What follows belongs to an exercise in optimizing a design on an open flow for small area, a short achievable clock period and few clock cycles per item; a production flow would make more cautious choices.
Only simulation tests tie the RTL to the original design; equivalence was not proved.

job 204:
Design aesEncryptCore, start of the top module:
module aesEncryptCore (
  input  logic    clk,
  input  logic    arstN,
  input  logic    validIn,
  input  aesPkg::aesBlock key,
  input  aesPkg::aesBlock data,
  output aesPkg::aesBlock dataOut,
  output aesPkg::aesBlock keyOut,
  output logic    validOut,
  output logic    busy
);
Size in the first run: about 4500 cells after synthesis, ~560 flip-flops, ~520 I/O pins, ~42000 µm² of cells after synthesis.
Settings: LEC_CHECK=0, CAP_MARGIN=20, CELL_PAD_IN_SITES_DETAIL_PLACEMENT=0, CELL_PAD_IN_SITES_GLOBAL_PLACEMENT=0, CORE_MARGIN=2, CORE_UTILIZATION=75, CTS_CLUSTER_DIAMETER=80, CTS_CLUSTER_SIZE=25, PLACE_DENSITY=0.88, SLEW_MARGIN=20, SYNTH_HIERARCHICAL=1; clock period 20.0 ns.
standard.sh (not shown) runs the stock make flow with config.mk's settings and CLKGATE_MAP_FILE= SYNTH_SCRIPT=/design/flow/synth_recipe.tcl, a recipe that flattens the netlist after the stock synthesis.
==> flow/flow/run.sh <==
#!/bin/bash
set -euo pipefail
MARGIN=$(cat flow/margin.txt)
bash standard.sh synth > synth.log 2>&1
bash standard.sh "BUFFER_PORTS_ARGS=-buffer_cell sky130_fd_sc_hd__buf_1" \
  "SETUP_SLACK_MARGIN=$MARGIN" finish > layout.log 2>&1
==> flow/flow/margin.txt <==
14.7
Job 204 | stages: all done | timing, DRC, antenna: all pass
Testbench counts of job 204, summed over its fixed seeds: cycles 5,640, blocks 512.
Modified inputs, job 6907 compared to job 204
Settings: GPL_TIMING_DRIVEN: unset -> 1; CORE_UTILIZATION: 75 -> 65; PLACE_DENSITY: 0.88 -> 0.8.
==> notes.md <==
Job 6907 finished end to end and its layout was clean on timing, DRC and antenna.
Job 6907 vs. job 204: global-route wire length before repair went up by 1.6%; final routed wirelength across all metal layers neither gained nor lost much; share of the core filled with cells fell by 9.8 points.
For job 4654, these inputs were changed with respect to job 6907:
Settings: GPL_TIMING_DRIVEN: 1 -> unset; CTS_CLUSTER_DIAMETER: 80 -> unset; CTS_CLUSTER_SIZE: 25 -> unset.
==> flow/flow/run.sh <==
#!/bin/bash
# The standard layout, except that the port buffers are the smallest
# plain buffer (buf_1) instead of the delay buffer buffer_ports picks by
# default. Every port still gets its own buffer; the SDC, the clock period
# and every other step are the standard ones.
set -euo pipefail
bash standard.sh synth > synth.log 2>&1
bash standard.sh "BUFFER_PORTS_ARGS=-buffer_cell sky130_fd_sc_hd__buf_1" finish > layout.log 2>&1
removed: flow/flow/margin.txt
## What came out
Job 4654 did not stop at any stage, and its layout met the timing, design-rule and antenna checks.
Note that the layout clock buffer count recorded for job 6907 amounts to 0.57 times the value seen in job 4654.
Setup slack after layout ends up higher on job 6907.
There was hardly any difference in measured slew at the worst slew-check pin between job 4654 and job 6907.
The highest achievable clock rate of job 4654 falls short of that of job 6907 by about 9%.
Cell count: job 4654 > job 6907
Comparing job 4654 and job 6907, the lower via count was measured on job 6907.
Compared with job 6907, job 4654 ends up with a larger final cell area.
Edits applied to the flow inputs when going from job 4654 to job 4711:
Settings: setting CTS_CLUSTER_SIZE to 25 for the first time; setting CTS_CLUSTER_DIAMETER to 80 for the first time.
==> flow/flow/run.sh <==
#!/bin/bash
set -euo pipefail
MARGIN=$(cat flow/margin.txt)
bash standard.sh synth > synth.log 2>&1
bash standard.sh "BUFFER_PORTS_ARGS=-buffer_cell sky130_fd_sc_hd__buf_1" \
  "SETUP_SLACK_MARGIN=$MARGIN" finish > layout.log 2>&1
==> flow/flow/margin.txt (new file) <==
15.0
Notes after the runs:
Compared to job 4654, job 4711 has setup slack 0.69 ns higher.
Max freq job 4654 -> job 4711: improved
Compared with job 4654, in job 4711 via count rose 1958, total clock buffers created by CTS now sits lower.
From job 4711 to job 4654, critical path depth in cells did not move at all.
As of job 4711, count of clock-net buffers in the final layout had fallen by more than a quarter compared to job 4654.
Comparing job 4711 and job 4654, non-clock buffer count is higher on job 4711.

* * *

Setup of the baseline:
Another version of the RTL of aesEncryptCore (not shown whole).
Size in the first run: ~4300 cells after synthesis, ~520 I/O pins, roughly 37000 sq um of cells after synthesis.
export LEC_CHECK = 0
export CAP_MARGIN = 20
export CELL_PAD_IN_SITES_DETAIL_PLACEMENT = 0
export CELL_PAD_IN_SITES_GLOBAL_PLACEMENT = 0
export CORE_MARGIN = 2
export CORE_UTILIZATION = 65
export PLACE_DENSITY = 0.8
export SLEW_MARGIN = 20
export SYNTH_HIERARCHICAL = 1
create_clock -name core_clock -period 20.0 [get_ports {clk}]
run.sh (not shown) runs the stock make flow with config.mk's settings and CLKGATE_MAP_FILE= SYNTH_SCRIPT=/design/flow/synth_recipe.tcl, a recipe that flattens the netlist after the stock synthesis.
Stock flow here: none of the scripts above is used.
The baseline: done, clean on timing, DRC and antenna
Testbench counts of the baseline, summed over its fixed seeds: cycles 5,640, blocks 512.
diff inputs: the baseline => the candidate
- CORE_UTILIZATION changed from 65 to 50
- PLACE_DENSITY changed from 0.8 to 0.65
==> flow/flow/run.sh (new file) <==
#!/bin/bash
# The standard layout, except that the port buffers are the smallest
# plain buffer (buf_1) instead of the delay buffer buffer_ports picks by
# default. Every port still gets its own buffer; the SDC, the clock period
# and every other step are the standard ones.
set -euo pipefail
bash standard.sh synth > synth.log 2>&1
bash standard.sh "BUFFER_PORTS_ARGS=-buffer_cell sky130_fd_sc_hd__buf_1" finish > layout.log 2>&1
==> flow/standard.sh (new file) <==
#!/bin/bash
# synth_recipe.tcl (not shown) runs the flow's synth.tcl, then flattens the netlist and writes it again
# the make line also repeats each setting of config.mk as NAME=value (left out here)
make -C /OpenROAD-flow-scripts/flow DESIGN_CONFIG=/design/flow/config.mk WORK_HOME=/design/flow/orfs CLKGATE_MAP_FILE= SYNTH_SCRIPT=/design/flow/synth_recipe.tcl "${@:-finish}"
removed: flow/run.sh
Results
Summary of the candidate over the baseline: buffer count excluding the clock tree in the final layout shows a reduction of 11; data arrival time of the worst path shows an increase of 90 ps; wire length of the first global-routing pass shows an increase of 1.8%; remaining antenna violation count after routing shows no meaningful change; growth of design area from synthesis to finish shows a reduction of 8.3 points.
Per the comparison of the candidate with the baseline, final wirelength went up.
Area of the multi-input gates across the baseline and the candidate: no real change.
Changes observed in the candidate relative to the baseline: worst path setup slack after routing went down by 87 ps.
Reported for the baseline and the candidate, quantity of gates resized following cts turned out identical to the last digit.

* * *

aesEncryptCore, a different RTL version from the one above (not shown whole).
For scale: ~560 flip-flops, roughly 42000 um^2 of cells after synthesis.
==> flow/config.mk <==
export PLATFORM = sky130hd
export DESIGN_NAME = aesEncryptCore
export DESIGN_NICKNAME = aesEncryptCore
export VERILOG_FILES = /design/flow/design.v
export SDC_FILE = /design/flow/constraint.sdc
export NUM_CORES = 4
export LEC_CHECK = 0
export CAP_MARGIN = 20
export CELL_PAD_IN_SITES_DETAIL_PLACEMENT = 0
export CELL_PAD_IN_SITES_GLOBAL_PLACEMENT = 0
export CORE_MARGIN = 2
export CORE_UTILIZATION = 65
export CTS_CLUSTER_DIAMETER = 100
export CTS_CLUSTER_SIZE = 30
export PLACE_DENSITY = 0.8
export SLEW_MARGIN = 20
export SYNTH_HIERARCHICAL = 1
==> flow/constraint.sdc <==
create_clock -name core_clock -period 20.0 [get_ports {clk}]
set_input_delay 4.0000 -clock core_clock [delete_from_list [all_inputs] [get_ports {clk}]]
set_output_delay 4.0000 -clock core_clock [all_outputs]
set_load 0.01 [all_outputs]
standard.sh (not shown) runs the stock make flow with config.mk's settings and CLKGATE_MAP_FILE= SYNTH_SCRIPT=/design/flow/synth_recipe.tcl, a recipe that flattens the netlist after the stock synthesis.
==> flow/flow/run.sh <==
#!/bin/bash
# The standard layout, except that the port buffers are the smallest
# plain buffer (buf_1) instead of the delay buffer buffer_ports picks by
# default. Every port still gets its own buffer; the SDC, the clock period
# and every other step are the standard ones.
set -euo pipefail
bash standard.sh synth > synth.log 2>&1
bash standard.sh "BUFFER_PORTS_ARGS=-buffer_cell sky130_fd_sc_hd__buf_1" finish > layout.log 2>&1
The starting point went through all stages and came out clean.
Testbench counts at the start, summed over its fixed seeds: cycles 5,640, blocks 512.
Edit:
- CTS_CLUSTER_DIAMETER: 100 -> default
- CTS_CLUSTER_SIZE: 30 -> default
The changed run finished clean.
Count of clock-buffer cells in the layout came out higher by 50.
Sequential share of layout area shrinks by 0.65 points.
Clock skew is about the same.
Final area grows by 2.6%.
Fmax barely changes.
Wire length rose by 1.4%.

* * *

Another version of the RTL of aesEncryptCore (not shown whole).
For scale: ~4400 cells after synthesis, roughly 560 flip-flops, ~520 I/O pins.
Settings: LEC_CHECK=0, CAP_MARGIN=20, CELL_PAD_IN_SITES_DETAIL_PLACEMENT=0, CELL_PAD_IN_SITES_GLOBAL_PLACEMENT=0, CORE_MARGIN=2, CORE_UTILIZATION=65, CTS_CLUSTER_DIAMETER=60, CTS_CLUSTER_SIZE=20, PLACE_DENSITY=0.8, SLEW_MARGIN=20, SYNTH_HIERARCHICAL=1; clock period 20.0 ns.
==> flow/flow/run.sh <==
#!/bin/bash
set -euo pipefail
MARGIN=$(cat flow/margin.txt)
bash standard.sh synth > synth.log 2>&1
bash standard.sh "BUFFER_PORTS_ARGS=-buffer_cell sky130_fd_sc_hd__buf_1" \
  "SETUP_SLACK_MARGIN=$MARGIN" finish > layout.log 2>&1
==> flow/flow/margin.txt <==
14.7
Testbench counts at the start, summed over its fixed seeds: cycles 5,640, blocks 512.
Rerun with:
==> flow/flow/margin.txt (replaced) <==
14.85
- CTS_CLUSTER_DIAMETER: 60 -> 80
- CTS_CLUSTER_SIZE: 20 -> 25
Outcome:
- cell area increases by a few percent
- worst setup slack gains 160 ps
- cell count increases slightly
- routed wire length increases by a few percent
- maximum frequency increases by a few percent
- clock-buffer cell count decreases by 14
Rerun with:
==> flow/flow/margin.txt (replaced) <==
14.7
Outcome: Hold slack degrades by 5.4 ps; worst setup slack got worse by 160 ps; die area stays the same; sequential share of layout area grows by 0.17 points; register-to-register slack degrades by 70 ps.
Rerun with:
==> flow/flow/margin.txt (replaced) <==
14.76
- CORE_UTILIZATION: 65 -> 70
- PLACE_DENSITY: 0.8 -> 0.85
What happened: The changed run completed without violations; cell area rises by 0.33%; non-clock buffer count rises by 7; wire length hardly moves; fmax rises by 1.2%; clock-buffer cell count rises by 2; first-iteration DRC count rises by about 8%; cell count falls by 1.2%; worst hold slack barely changes; utilization rises by 6.2 points.
Rerun with:
==> flow/flow/margin.txt (replaced) <==
14.8
- CORE_UTILIZATION: 70 -> 65
- PLACE_DENSITY: 0.85 -> 0.8
After rerunning: Final area came out higher by 1.3%. Count of clock-buffer cells in the layout is lower by 2. Core utilization shrinks by 5.1 points. Non-clock buffer count rose by 26. Critical path depth stays the same.

afterwards: timing with drivers on the ports:
The flow's constraints put no driver on any port. The routed layouts listed below were extracted and timed again, unchanged, in two steps. Step 1, drivers: a clkbuf_16 drives clk and a buf_2 each remaining input, both assumed. Step 2 moves the port delays by t, midway between the first and last clock arrival at a register: inputs arrive t later, outputs are due t later. That takes back most of the time a late clock gives input paths. Slacks: no drivers / after step 1 / after step 2; pairs: no drivers / after step 1.
| run | t (ns) | setup WS [ns] | cell pins on the clock port's net |
|---|---|---|---|
| job 204 | 0.645 | 14.685 / 14.622 / 14.913 | 1 |
| job 6907 | 0.655 | 14.698 / 14.628 / 14.972 | 1 |
| job 4654 | 0.700 | 14.175 / 14.110 / 14.783 | 1 |
| job 4711 | 0.661 | 14.864 / 14.795 / 14.836 | 1 |
| the baseline | 0.623 | 12.533 / 12.533 / 12.533 | 1 |
| the candidate | 0.625 | 12.446 / 12.446 / 12.446 | 1 |
| the first run of note 3 | 0.680 | 14.214 / 14.150 / 14.615 | 1 |
| the second run of note 3 | 0.693 | 14.203 / 14.140 / 14.642 | 1 |
| the first run of note 4 | 0.669 | 14.693 / 14.625 / 14.356 | 1 |
| the second run of note 4 | 0.653 | 14.849 / 14.778 / 14.248 | 1 |
| the third run of note 4 | 0.651 | 14.685 / 14.616 / 14.303 | 1 |
| the fourth run of note 4 | 0.637 | 14.748 / 14.684 / 14.491 | 1 |
| the fifth run of note 4 | 0.651 | 14.766 / 14.697 / 14.299 | 1 |
After both steps every run listed still meets setup and hold. The setup slack of the second run of note 4, which loses most, moves by -0.071 ns with the drivers and by -0.601 ns with both steps.
